Source: an optimization exercise on an open RTL-to-GDS flow (aim: small area). Production flows keep margins and buffers that such runs may drop. RTL that was checked went through simulation tests only; none was proved equivalent to the original.

## v6
Design noc_router, start of the top module:
module noc_router #(
    parameter int router_id = 0
) (
    input  logic                    clock,
    input  logic                    reset_n,
    input  logic  [noc_pkg::num_ports-1:0]   put_inbound,
    input  noc_pkg::byte_t [noc_pkg::num_ports-1:0]   payload_inbound,
    input  logic  [noc_pkg::num_ports-1:0]   free_outbound,
    output logic  [noc_pkg::num_ports-1:0]   free_inbound,
    output logic  [noc_pkg::num_ports-1:0]   put_outbound,
    output noc_pkg::byte_t [noc_pkg::num_ports-1:0]   payload_outbound
);
==> module packet_fifo, before the edit <==
module packet_fifo #(
    parameter int low_w     = 8,     
    parameter int low_const = 0      
) (
    input  logic        clock,
    input  logic        reset_n,
    input  logic [31:0] data_in,
    input  logic [3:0]  shift,       
    input  logic        read,
    input  logic [7:0]  rd_pos,      
    output logic [3:0][7:0] rd_bytes,    
    output logic [3:0]  count_next,
    output logic        full,
    output logic        empty
);
    logic [3:0] count;
    logic [7:0] col0 [8];
    logic [7:0] col1 [8];
    logic [7:0] col2 [8];
    logic [7:0] col3 [8];
    assign full  = count[3];
    assign empty = (count == 4'd0);
    always_comb begin
        count_next = count;
        case ({shift[0], read})
            2'b10:   count_next = count + 4'd1;
            2'b01:   count_next = count - 4'd1;
            default: count_next = count;
        endcase
    end
    always_ff @(posedge clock, negedge reset_n) begin
        if (!reset_n) count <= '0;
        else          count <= count_next;
    end
    always_ff @(posedge clock) begin
        if (shift[0]) begin
            col0[0] <= {data_in[31:24]};
            for (int i = 1; i < 8; i++) col0[i] <= col0[i-1];
        end
        if (shift[1]) begin
            col1[0] <= data_in[23:16];
            for (int i = 1; i < 8; i++) col1[i] <= col1[i-1];
        end
        if (shift[2]) begin
            col2[0] <= data_in[15:8];
            for (int i = 1; i < 8; i++) col2[i] <= col2[i-1];
        end
        if (shift[3]) begin
            col3[0] <= data_in[7:0];
            for (int i = 1; i < 8; i++) col3[i] <= col3[i-1];
        end
    end
    always_comb begin
        rd_bytes = '0;
        for (int i = 0; i < 8; i++) begin
            rd_bytes[0] = rd_bytes[0] | (col0[i] & {8{rd_pos[i]}});
            rd_bytes[1] = rd_bytes[1] | (col1[i] & {8{rd_pos[i]}});
            rd_bytes[2] = rd_bytes[2] | (col2[i] & {8{rd_pos[i]}});
            rd_bytes[3] = rd_bytes[3] | (col3[i] & {8{rd_pos[i]}});
        end
        if (low_w == 4) rd_bytes[0][3:0] = 4'(low_const);
    end
endmodule
==> module output_port, before the edit <==
module output_port (
    input  logic                         clock,
    input  logic                         reset_n,
    input  logic                         free_outbound,
    input  logic [noc_pkg::num_sources-1:0]       queue_empty,
    input  logic [noc_pkg::num_sources-1:0][3:0]  queue_count_next,
    input  logic [noc_pkg::num_sources-1:0][3:0][7:0] queue_bytes,
    output logic [noc_pkg::num_sources-1:0]       queue_read,
    output logic [7:0]                   rd_pos,
    output logic                         put_outbound,
    output noc_pkg::byte_t                        payload_outbound
);
    logic           busy;
    logic [1:0]     col;
    noc_pkg::port_t last;        
    noc_pkg::port_t pick;
    logic           found;
    logic           start;
    logic [2:0]     pos;
    logic [2:0]     ne;
    assign ne    = ~queue_empty;
    assign found = |ne;
    always_comb begin
        case (last)
            2'd0:    pick = ne[1] ? 2'd1 : (ne[2] ? 2'd2 : 2'd0);
            2'd1:    pick = ne[2] ? 2'd2 : (ne[0] ? 2'd0 : 2'd1);
            default: pick = ne[0] ? 2'd0 : (ne[1] ? 2'd1 : 2'd2);
        endcase
    end
    assign start = !busy && free_outbound && found;
    always_comb begin
        queue_read = '0;
        if (start) queue_read[pick] = 1'b1;
    end
    always_ff @(posedge clock, negedge reset_n) begin
        if (!reset_n) begin
            last <= 2'd2;
            busy <= 1'b0;
            col  <= 2'd0;
        end else begin
            if (start) begin
                last <= pick;
                busy <= 1'b1;
                col  <= 2'd0;
            end else if (busy) begin
                col <= col + 2'd1;
                if (col == 2'd3) busy <= 1'b0;
            end
        end
    end
    always_ff @(posedge clock) begin
        if (start) pos <= queue_count_next[pick][2:0];
    end
    always_comb begin
        rd_pos = '0;
        rd_pos[pos] = 1'b1;
    end
    assign put_outbound = busy && (col == 2'd0);
    always_comb begin
        payload_outbound = '0;
        for (int q = 0; q < noc_pkg::num_sources; q++)
            for (int k = 0; k < 4; k++)
                payload_outbound = payload_outbound |
                    (queue_bytes[q][k] & {8{last == noc_pkg::port_t'(q) && col == 2'(k)}});
    end
endmodule
==> module noc_router, before the edit <==
module noc_router #(
    parameter int router_id = 0
) (
    input  logic                    clock,
    input  logic                    reset_n,
    input  logic  [noc_pkg::num_ports-1:0]   put_inbound,
    input  noc_pkg::byte_t [noc_pkg::num_ports-1:0]   payload_inbound,
    input  logic  [noc_pkg::num_ports-1:0]   free_outbound,
    output logic  [noc_pkg::num_ports-1:0]   free_inbound,
    output logic  [noc_pkg::num_ports-1:0]   put_outbound,
    output noc_pkg::byte_t [noc_pkg::num_ports-1:0]   payload_outbound
);
    logic [noc_pkg::num_ports-1:0][31:0]       in_packet;
    logic [noc_pkg::num_ports-1:0][3:0][3:0]   in_shift;    
    logic [noc_pkg::num_ports-1:0][3:0]        in_full;     
    logic [noc_pkg::num_ports-1:0][noc_pkg::num_sources-1:0]      q_read;
    logic [noc_pkg::num_ports-1:0][noc_pkg::num_sources-1:0]      q_full;
    logic [noc_pkg::num_ports-1:0][noc_pkg::num_sources-1:0]      q_empty;
    logic [noc_pkg::num_ports-1:0][noc_pkg::num_sources-1:0][3:0] q_count_next;
    logic [noc_pkg::num_ports-1:0][noc_pkg::num_sources-1:0][3:0][7:0] q_bytes;
    logic [noc_pkg::num_ports-1:0][7:0] rd_pos;
    for (genvar i = 0; i < noc_pkg::num_ports; i++) begin : g_in
        input_port #(
            .router_id  (router_id),
            .port_index (i)
        ) i_input_port (
            .clock           (clock),
            .reset_n         (reset_n),
            .put_inbound     (put_inbound[i]),
            .payload_inbound (payload_inbound[i]),
            .queue_full      (in_full[i]),
            .free_inbound    (free_inbound[i]),
            .packet          (in_packet[i]),
            .shift           (in_shift[i])
        );
    end
    for (genvar o = 0; o < noc_pkg::num_ports; o++) begin : g_out
        for (genvar s = 0; s < noc_pkg::num_sources; s++) begin : g_slot
            localparam int src = (s < o) ? s : s + 1;
            packet_fifo #(
                .low_w     ((router_id == 0 && o != 1) ? 4 : 8),
                .low_const ((o == 0) ? 0 : o - 1)
            ) i_packet_fifo (
                .clock      (clock),
                .reset_n    (reset_n),
                .data_in    (in_packet[src]),
                .shift      (in_shift[src][o]),
                .read       (q_read[o][s]),
                .rd_pos     (rd_pos[o]),
                .rd_bytes   (q_bytes[o][s]),
                .count_next (q_count_next[o][s]),
                .full       (q_full[o][s]),
                .empty      (q_empty[o][s])
            );
            assign in_full[src][o] = q_full[o][s];
        end
        assign in_full[o][o] = 1'b0;
        output_port i_output_port (
            .clock            (clock),
            .reset_n          (reset_n),
            .free_outbound    (free_outbound[o]),
            .queue_empty      (q_empty[o]),
            .queue_count_next (q_count_next[o]),
            .queue_bytes      (q_bytes[o]),
            .queue_read       (q_read[o]),
            .rd_pos           (rd_pos[o]),
            .put_outbound     (put_outbound[o]),
            .payload_outbound (payload_outbound[o])
        );
    end
endmodule
==> flow/config.mk <==
export PLATFORM = sky130hd
export DESIGN_NAME = noc_router
export DESIGN_NICKNAME = noc_router
export VERILOG_FILES = /design/flow/design.v
export SDC_FILE = /design/flow/constraint.sdc
export NUM_CORES = 4
export LEC_CHECK = 0
export CAP_MARGIN = 20
export CORE_MARGIN = 2
export CORE_UTILIZATION = 40
export CTS_CLUSTER_DIAMETER = 100
export CTS_CLUSTER_SIZE = 30
export SLEW_MARGIN = 20
export SYNTH_HIERARCHICAL = 1
==> flow/constraint.sdc <==
create_clock -name core_clock -period 5.5 [get_ports {clock}]
set_input_delay 1.1000 -clock core_clock [delete_from_list [all_inputs] [get_ports {clock}]]
set_output_delay 1.1000 -clock core_clock [all_outputs]
set_load 0.01 [all_outputs]
run.sh (not shown) runs the stock make flow with config.mk's settings and CLKGATE_MAP_FILE= SYNTH_SCRIPT=/design/flow/synth_recipe.tcl, a recipe that flattens the netlist after the stock synthesis.
v6: flow completed, timing, DRC and antenna clean
The following lists how v7 was set up differently from v6:
-- flow/design.v --
<<< v6, line 49
    input  logic [7:0]  rd_pos,      
    output logic [3:0][7:0] rd_bytes,    
    output logic [3:0]  count_next,
    output logic        full,
    output logic        empty
>>> v7, line 49
    input  logic [7:0]  rd_pos,      
    output logic [3:0][7:0] rd_bytes,    
    output logic [2:0]  head,        
    output logic        full,
    output logic        empty
<<< v6, line 60
    assign full  = count[3];
    assign empty = (count == 4'd0);
    always_comb begin
        count_next = count;
>>> v7, line 60
    assign full  = count[3];
    assign empty = (count == 4'd0);
    logic [3:0] count_next;
    assign head = 3'(count - 4'd1);
    always_comb begin
        count_next = count;
<<< v6, line 163
    input  logic                         free_outbound,
    input  logic [noc_pkg::num_sources-1:0]       queue_empty,
    input  logic [noc_pkg::num_sources-1:0][3:0]  queue_count_next,
    input  logic [noc_pkg::num_sources-1:0][3:0][7:0] queue_bytes,
    output logic [noc_pkg::num_sources-1:0]       queue_read,
>>> v7, line 165
    input  logic                         free_outbound,
    input  logic [noc_pkg::num_sources-1:0]       queue_empty,
    input  logic [noc_pkg::num_sources-1:0][2:0]  queue_head,
    input  logic [noc_pkg::num_sources-1:0][3:0][7:0] queue_bytes,
    output logic [noc_pkg::num_sources-1:0]       queue_read,
<<< v6, line 209
    end
    always_ff @(posedge clock) begin
        if (start) pos <= queue_count_next[pick][2:0];
    end
    always_comb begin
        rd_pos = '0;
        rd_pos[pos] = 1'b1;
    end
    assign put_outbound = busy && (col == 2'd0);
    always_comb begin
        payload_outbound = '0;
        for (int q = 0; q < noc_pkg::num_sources; q++)
            for (int k = 0; k < 4; k++)
                payload_outbound = payload_outbound |
                    (queue_bytes[q][k] & {8{last == noc_pkg::port_t'(q) && col == 2'(k)}});
    end
endmodule
`timescale 1ns/1ps
>>> v7, line 211
    end
    always_ff @(posedge clock) begin
        if (!busy) pos <= queue_head[pick];
    end
    noc_pkg::port_t rq;
    logic [1:0]     rk;
    logic [2:0]     rpos;
    always_comb begin
        if (busy) begin
            rq   = last;
            rk   = col + 2'd1;
            rpos = pos;
        end else begin
            rq   = pick;
            rk   = 2'd0;
            rpos = queue_head[pick];
        end
        rd_pos = '0;
        rd_pos[rpos] = 1'b1;
    end
    logic [noc_pkg::num_sources-1:0][3:0] rsel;
    always_comb begin
        for (int q = 0; q < noc_pkg::num_sources; q++)
            for (int k = 0; k < 4; k++)
                rsel[q][k] = (rq == noc_pkg::port_t'(q)) && (rk == 2'(k));
    end
    noc_pkg::byte_t payload_q;
    always_ff @(posedge clock) begin
        noc_pkg::byte_t b;
        b = '0;
        for (int q = 0; q < noc_pkg::num_sources; q++)
            for (int k = 0; k < 4; k++)
                b = b | (queue_bytes[q][k] & {8{rsel[q][k]}});
        payload_q <= b;
    end
    assign put_outbound     = busy && (col == 2'd0);
    assign payload_outbound = payload_q;
endmodule
`timescale 1ns/1ps
<<< v6, line 243
    logic [noc_pkg::num_ports-1:0][noc_pkg::num_sources-1:0]      q_full;
    logic [noc_pkg::num_ports-1:0][noc_pkg::num_sources-1:0]      q_empty;
    logic [noc_pkg::num_ports-1:0][noc_pkg::num_sources-1:0][3:0] q_count_next;
    logic [noc_pkg::num_ports-1:0][noc_pkg::num_sources-1:0][3:0][7:0] q_bytes;
    logic [noc_pkg::num_ports-1:0][7:0] rd_pos;
>>> v7, line 266
    logic [noc_pkg::num_ports-1:0][noc_pkg::num_sources-1:0]      q_full;
    logic [noc_pkg::num_ports-1:0][noc_pkg::num_sources-1:0]      q_empty;
    logic [noc_pkg::num_ports-1:0][noc_pkg::num_sources-1:0][2:0] q_head;
    logic [noc_pkg::num_ports-1:0][noc_pkg::num_sources-1:0][3:0][7:0] q_bytes;
    logic [noc_pkg::num_ports-1:0][7:0] rd_pos;
<<< v6, line 275
                .rd_pos     (rd_pos[o]),
                .rd_bytes   (q_bytes[o][s]),
                .count_next (q_count_next[o][s]),
                .full       (q_full[o][s]),
                .empty      (q_empty[o][s])
>>> v7, line 298
                .rd_pos     (rd_pos[o]),
                .rd_bytes   (q_bytes[o][s]),
                .head       (q_head[o][s]),
                .full       (q_full[o][s]),
                .empty      (q_empty[o][s])
<<< v6, line 287
            .free_outbound    (free_outbound[o]),
            .queue_empty      (q_empty[o]),
            .queue_count_next (q_count_next[o]),
            .queue_bytes      (q_bytes[o]),
            .queue_read       (q_read[o]),
>>> v7, line 310
            .free_outbound    (free_outbound[o]),
            .queue_empty      (q_empty[o]),
            .queue_head       (q_head[o]),
            .queue_bytes      (q_bytes[o]),
            .queue_read       (q_read[o]),
[summary]
When v7 is measured against v6, its worst endpoint required time turns out 1.79 ns higher. Diff v6 -> v7 | final-stage net count | increase of 153. As of v7, maximum frequency had risen by a few percent compared to v6. Met3 wirelength from detailed routing in v7 vs v6: up about 12%. Diff v6 -> v7: worst setup timing slack at the placement stage moved down, die area moved up. Higher met1 usage in global routing among v6 and v7: v7.
Function not checked in v6: the RTL went through the layout flow alone.

re-timing with driven ports:
No port has a modelled driver above. Below, the same layouts with a new extraction and two added sets of constraints. Step 1, drivers: a clkbuf_16 drives clock and a buf_2 each remaining input, both assumed. Step 2, shift: input delay + t, output delay - t, t = (earliest + latest rising clock arrival at the registers) / 2. This alone moves slack from input paths to output paths. Slacks: ideal ports / drivers / drivers and shift; pairs: ideal ports / drivers.
run | t, ns | slack for setup (ns) | worst hold slack (ns) | pins driven straight from the clock port
v6 | 0.900 | 0.070 / -0.023 / 0.877 | 0.323 / 0.270 / 0.368 | 1
v7 | 0.909 | 0.337 / 0.337 / 0.337 | 0.337 / 0.346 / 0.389 | 1
After both steps setup and hold are still met in every run listed.
